Source: an optimization exercise on an open RTL-to-GDS flow (aim: small area, a short achievable clock period and few clock cycles per item). Production flows keep margins and buffers that such runs may drop.
In this exercise RTL edits were held to simulation tests only and were not proved equivalent to the original.
Power and IR drop assume default switching activity.

## flow/config.mk

```make
export PLATFORM = sky130hd
export DESIGN_NAME = dct8_stream
export DESIGN_NICKNAME = dct8_stream
export VERILOG_FILES = /design/flow/design.v
export SDC_FILE = /design/flow/constraint.sdc
export NUM_CORES = 4
export LEC_CHECK = 0
export CAP_MARGIN = 20
export CORE_MARGIN = 2
export CORE_UTILIZATION = 40
export SLEW_MARGIN = 20
```

## flow/constraint.sdc

```tcl
create_clock -name core_clock -period 12.0 [get_ports {clk}]
set_input_delay 2.4000 -clock core_clock [delete_from_list [all_inputs] [get_ports {clk}]]
set_output_delay 2.4000 -clock core_clock [all_outputs]
set_load 0.01 [all_outputs]
```

## flow/design.v

```verilog
module dct8_stream #(
    parameter int IN_W        = 8,
    parameter int OUT_W       = 14,
    parameter int LEVEL_SHIFT = 0
) (
    input  logic                    clk,
    input  logic                    rst,
    input  logic                    en,
    input  logic                    in_valid,
    output logic                    in_ready,
    input  logic [IN_W-1:0]         x0,
    input  logic [IN_W-1:0]         x1,
    input  logic [IN_W-1:0]         x2,
    input  logic [IN_W-1:0]         x3,
    input  logic [IN_W-1:0]         x4,
    input  logic [IN_W-1:0]         x5,
    input  logic [IN_W-1:0]         x6,
    input  logic [IN_W-1:0]         x7,
    output logic                    out_valid,
    input  logic                    out_ready,
    output logic signed [OUT_W-1:0] y0,
    output logic signed [OUT_W-1:0] y1,
    output logic signed [OUT_W-1:0] y2,
    output logic signed [OUT_W-1:0] y3,
    output logic signed [OUT_W-1:0] y4,
    output logic signed [OUT_W-1:0] y5,
    output logic signed [OUT_W-1:0] y6,
    output logic signed [OUT_W-1:0] y7
);
    localparam int ACC_W = IN_W + 17;
    localparam int PW    = IN_W + 14;
    localparam int RW    = ACC_W + 1 - 12;
    localparam int SW    = ((RW > OUT_W) ? RW : OUT_W) + 1;
    localparam logic signed [IN_W:0] OFFS = {2'b01, {(IN_W-1){1'b0}}};
    localparam logic signed [SW-1:0] MAXV = {{(SW-OUT_W+1){1'b0}}, {(OUT_W-1){1'b1}}};
    localparam logic signed [SW-1:0] MINV = {{(SW-OUT_W+1){1'b1}}, {(OUT_W-1){1'b0}}};
    typedef enum logic [1:0] {IDLE, CALC, OUT} state_t;
    state_t                  state;
    logic [2:0]              n;
    logic [IN_W-1:0]         xin      [8];
    logic [IN_W-1:0]         xs       [8];
    logic signed [ACC_W-1:0] acc      [8];
    logic signed [OUT_W-1:0] y        [8];
    logic signed [12:0]      c_k      [8];
    logic signed [PW-1:0]    prod     [8];
    logic signed [ACC_W-1:0] acc_next [8];
    logic signed [ACC_W:0]   rsum     [8];
    logic signed [SW-1:0]    r        [8];
    logic signed [OUT_W-1:0] y_next   [8];
    logic [IN_W-1:0]         x_cur;
    logic signed [IN_W:0]    s_cur;
    function automatic logic signed [12:0] coef(input int k, input int nn);
        int                 m;
        int                 idx;
        logic               neg;
        logic signed [12:0] mag;
        m = (k * (2 * nn + 1)) % 32;
        if (m <= 8) begin
            idx = m;      neg = 1'b0;
        end else if (m <= 16) begin
            idx = 16 - m; neg = 1'b1;
        end else if (m <= 24) begin
            idx = m - 16; neg = 1'b1;
        end else begin
            idx = 32 - m; neg = 1'b0;
        end
        case (idx)
            0:       mag = 13'sd1448;
            1:       mag = 13'sd2009;
            2:       mag = 13'sd1892;
            3:       mag = 13'sd1703;
            4:       mag = 13'sd1448;
            5:       mag = 13'sd1138;
            6:       mag = 13'sd784;
            7:       mag = 13'sd400;
            default: mag = 13'sd0;
        endcase
        coef = neg ? -mag : mag;
    endfunction
    assign xin[0] = x0;
    assign xin[1] = x1;
    assign xin[2] = x2;
    assign xin[3] = x3;
    assign xin[4] = x4;
    assign xin[5] = x5;
    assign xin[6] = x6;
    assign xin[7] = x7;
    assign x_cur = xs[n];
    assign s_cur = (LEVEL_SHIFT != 0) ? ($signed({1'b0, x_cur}) - OFFS)
                                      : $signed({1'b0, x_cur});
    always_comb begin
        for (int k = 0; k < 8; k++) begin
            c_k[k]      = coef(k, int'(n));
            prod[k]     = PW'(s_cur) * PW'(c_k[k]);
            acc_next[k] = acc[k] + ACC_W'(prod[k]);
            rsum[k]     = {acc_next[k][ACC_W-1], acc_next[k]} + (ACC_W+1)'(2048);
            r[k]        = SW'(rsum[k] >>> 12);
            if (r[k] > MAXV)
                y_next[k] = MAXV[OUT_W-1:0];
            else if (r[k] < MINV)
                y_next[k] = MINV[OUT_W-1:0];
            else
                y_next[k] = r[k][OUT_W-1:0];
        end
    end
    assign in_ready = (state == IDLE) || ((state == OUT) && out_ready);
    always_ff @(posedge clk) begin
        if (rst) begin
            state     <= IDLE;
            n         <= 3'd0;
            out_valid <= 1'b0;
            for (int i = 0; i < 8; i++) begin
                acc[i] <= '0;
                y[i]   <= '0;
                xs[i]  <= '0;
            end
        end else if (en) begin
            case (state)
                IDLE: begin
                    if (in_valid) begin
                        for (int i = 0; i < 8; i++) begin
                            xs[i]  <= xin[i];
                            acc[i] <= '0;
                        end
                        n     <= 3'd0;
                        state <= CALC;
                    end
                end
                CALC: begin
                    for (int i = 0; i < 8; i++) acc[i] <= acc_next[i];
                    n <= n + 3'd1;
                    if (n == 3'd7) begin
                        for (int i = 0; i < 8; i++) y[i] <= y_next[i];
                        out_valid <= 1'b1;
                        state     <= OUT;
                    end
                end
                OUT: begin
                    if (out_ready) begin
                        out_valid <= 1'b0;
                        if (in_valid) begin
                            for (int i = 0; i < 8; i++) begin
                                xs[i]  <= xin[i];
                                acc[i] <= '0;
                            end
                            n     <= 3'd0;
                            state <= CALC;
                        end else begin
                            state <= IDLE;
                        end
                    end
                end
                default: state <= IDLE;
            endcase
        end
    end
    assign y0 = y[0];
    assign y1 = y[1];
    assign y2 = y[2];
    assign y3 = y[3];
    assign y4 = y[4];
    assign y5 = y[5];
    assign y6 = y[6];
    assign y7 = y[7];
endmodule
```

## flow/run.sh

```bash
#!/bin/bash
# synth_recipe.tcl (not shown) runs the flow's synth.tcl, then flattens the netlist and writes it again
# the make line also repeats each setting of config.mk as NAME=value (left out here)
make -C /OpenROAD-flow-scripts/flow DESIGN_CONFIG=/design/flow/config.mk WORK_HOME=/design/flow/orfs CLKGATE_MAP_FILE= SYNTH_SCRIPT=/design/flow/synth_recipe.tcl finish
```

==> summary.md <==
| Metric | Value |
|---|---|
| Outcome | no timing/DRC/antenna violations |
| Starting Density | approximately two fifths |
| Worst Skew | 0.0313 ns |
| Leakage Power | 26.0 nW |
| Core Area | 123000 um2 |
| Post-DP HPWL | 107000 um |
| Worst hold path cell count | 2 |
| Initial antenna violation count | 2 |
| Drt initial violations | 2502 |
| R2R depth | 26 |
| Hold endpoint | xs[2][2] |
| Mean number of vias per cell | 5.31 |
| Reg-to-Reg End | y[1][10] |
| Max-Cap Viols | 0 |
| Worst-path fanout max | 47 |
| Yosys warns | 11 |
| VDD IR max | 128 uV |
| Syn avg cell area | 8.30 um2 |
| Die height | 356 um |
| Delay-heaviest family, CP | adder cells |
| Clk Latency, worst-skew pair | 0.69 ns |
| Syn Inst Count | ~6000 |
| PwrDens | 116 nW/um2 |
| Crit path time final | 10.49 ns |
| Int Pwr | 0.00347 W |
| Slowest CP cell | a41oi_4 |
| Post-synthesis sequential area ratio | between 15 and 20% |
| EDFF count, synth | 0 |
| Startpoint type of the worst setup path | flip-flop |
| R2R setup slack | 1.51 ns |
| Slew margin rel. | 27.1% |
| Vias in the first global route | 41600 |
| Clk slew on worst S/H paths | 0.06 ns |
| Sw Ratio | between 40% and 50% |
| Syn nets | 7193 |
| Die X | 356 um |
| Row count | 129 |
| # fillers | 12200 |
| Logic gate share of total power | 53.5% |
| Boundary Pins | 183 |
| CP bufs+invs | 4 |
| Max Slew Vio Count | 0 |
| Total net switching power | roughly 0.0029 W |
| Async set-reset flop share out of synthesis | 0% |
| First-pass GRT wire length | 226000 um |
| Worst r2r src | n[1] |
| Least-Margin Pin Slew | 1.08 ns |
| Crit path DAT | 11.04 ns |
| Vias | 40700 |
| Final Cycle Share | slightly below 90% |
| First-pass iteration count of the detailed router | 6 |
| IO buf count | between 150 and 200 |
| Per-cell routed wire length | 18.2 um |
| Routed WL | around 140000 um |
| # setup viols final | 0 |
| Root Driver | clkbuf_16 |
| Yosys reg bits | 372 |
| CP peak stage delay | between 0.7 and 0.8 ns |
| Worst Setup SP | n[1] |
| Final antenna-violating net count | 0 |
| Largest net degree at the start of global routing | 86 |
| Ratio of cells with drive above 1 in the final layout | 3.57% |
| F_max | 95.3 MHz |
| Clk buf depth | 3 |
| Grt ovf | 0 |
| Hold Buf Count CTS | 0 |
| Post-CTS setup buffers | 0 |
| Post_cts resized | 0 |
| Kind of critical path | flip-flop to flip-flop |
| Clock power share | 26.0% |
| Post-synth top flop | dfxtp_1 |
| RSZ-0062 raised after global routing | false |
| Worst path required time | 12.55 ns |
| Setup TNS | 0 ns |
| CTS tree | built |
| Full die area | about 130000 um2 |
| CTS sink cnt | 372 |
| Critical path endpoint category | flip-flop |
| Synth unique cells | 97 |
| Sequential share of power | around a fifth |
| GRT Util Overall | 22.2% |
| Nets@finish | roughly 7200 |
| Hold Vio Cnt, Final | 0 |
| Cell Area, Synth | between 40000 and 50000 um2 |
| Area grow syn2layout | 10.2% |
| Most frequent cell on the critical path | fa_1 |
| Hold Crit Class | flip-flop to flip-flop |
| Most frequent cells in the layout | 1042 x inv_1, 708 x fa_1, 626 x nor2_1 |
| DRC violations left | 0 |
| Pwr Total | 0.00635 W |
| ANT cells | 0 |
| CTS HTree Levels | 2 |
| CTS buffer count | 51 |
| Leading cell type in the layout, fill and taps excluded | inv_1 |
| GP Congestion | around 0.88 |
| Beginning of the worst hold path | xs[2][2] |
## registers in the layout, indices dropped and copies added, names as in the netlist
| register | count |
|---|---|
| xs | 64 |
| y | 112 |
| acc | 190 |
| out_valid | 1 |
| n | 3 |
| state | 2 |
## worst max-delay path by stage
stage,depth (start not counted),to,slack (ns)
floorplan,32,y[3][13],2.91
global placement,26,y[1][10],1.91
detailed placement,26,y[1][10],1.69
CTS,26,y[1][10],1.61
global route,26,y[1][10],0.84
finish,26,y[1][10],1.51
## per-layer routing
layer,wire length (um),up-vias,GRT usage (%)
li1,-,19500,-
met1,61000,20200,29.0
met2,69000,851,38.7
met3,5820,197,2.58
met4,3920,0,6.12
met5,0,-,0
## through the flow
step / instance area, um2 / utilization (%) / setup WS, ns / instances / hold WS [ns]
after floorplan: 49600 / - / 2.91 / 5974 / 0.433
after global routing: 54600 / 44.3 / 0.838 / 7665 / 0.474
after detailed placement: 52900 / 42.9 / 1.69 / 7572 / 0.445
after CTS: 54600 / 44.3 / 1.61 / 7665 / 0.455
final: 54600 / 44.3 / 1.51 / 7665 / 0.450
after global placement: 52900 / 42.9 / 1.91 / 7572 / 0.441
## power groups by stage
stage                     Combinational (W)  Sequential (W)  Clock, W
after floorplan                     0.00254         0.00132         0
after global placement              0.00335         0.00133         0
after detailed placement            0.00338         0.00133         0
after CTS                           0.00341         0.00130   0.00170
after global routing                0.00385         0.00130   0.00174
final                               0.00339         0.00130   0.00165
## kinds of logic (layout without fill, tap and decap cells)
| group | after synthesis | in the layout | share of synthesized area, % |
|---|---|---|---|
| AOI/OAI and AO/OA | 1055 | 1055 | 14.1 |
| muxes | 26 | 26 | 0.555 |
| adders and majority gates | 1150 | 1150 | 39.7 |
| buffers and inverters | 1318 | 1372 | 10.0 |
| xor gates and xnor gates | 211 | 211 | 3.73 |
| DFF | 372 | 372 | 15.0 |
| and+or+nand+nor | 1842 | 1842 | 16.8 |
## tightest hold or removal path: stages, from the launching register on
cell and delay, ns:
dfxtp_1 0.30, nand2_1 0.05, a21oi_1 0.05
## synthesized netlist by cell type (11+ instances only)
cell type,count,area (um2)
nor2b_1,27,169
dfxtp_1,372,7450
a211o_1,14,123
nand3_1,160,801
buf_1,17,63.8
nor4_1,22,138
a21o_1,73,548
o211ai_1,30,225
buf_2,15,75.1
a31oi_1,47,294
o21ai_0,119,596
nand2_1,615,2310
o21bai_1,24,180
o21ai_1,13,65.1
mux2_2,12,135
or4_1,21,158
a21oi_1,348,1740
xnor2_1,134,1170
o21a_1,44,330
a22oi_1,68,510
mux2i_1,14,140
a211oi_1,85,638
a21boi_0,16,120
o2111ai_1,11,96.3
a311oi_1,32,280
and4_1,15,131
nor3_1,81,405
xor2_1,77,674
a221oi_1,13,114
nand2b_1,34,213
nor3b_1,13,97.6
and3_1,41,257
or3_1,36,225
nand3b_1,19,143
inv_1,1043,3920
ha_1,442,5530
nor2_1,628,2360
o31ai_1,18,135
clkbuf_1,235,882
and2_1,36,225
fa_1,708,14200
nand4_1,47,294
## final cells by class
class	instances	area [um2]	area share (%)
multi-input cells	4284	37300	68.2
flip-flops and latches	372	7450	13.6
inverters	1048	3930	7.20
repair buffers	231	2190	4.02
well taps	1637	2050	3.75
clock buffers	65	1390	2.54
clock inverters	28	365	0.669
Testbench counts, summed over its fixed seeds: cycles 9,224, items 1,024.

-- separate check: timing with driven ports --
How much do the figures lean on ideal ports? The routed layout below was timed once more, with nothing changed but the port constraints.
Step 1: set_driving_cell puts a clkbuf_16 on clk and a buf_2 on each other input, an assumption about the parent block.
Step 2 moves the port delays by t, midway between the first and last clock arrival at a register: inputs arrive t later, outputs are due t later. That takes back most of the time a late clock gives input paths.
Slacks: ideal ports / drivers / drivers and shift; pairs: ideal ports / drivers.
shift t [ns]: 0.743
setup slack, ns: 1.512 / 1.512 / 1.512
cell pins on the clock port's net: 1
After both steps setup and hold are still met in this run. The setup slack of this run moves by 0.000 ns with the drivers and by 0.000 ns with both steps.
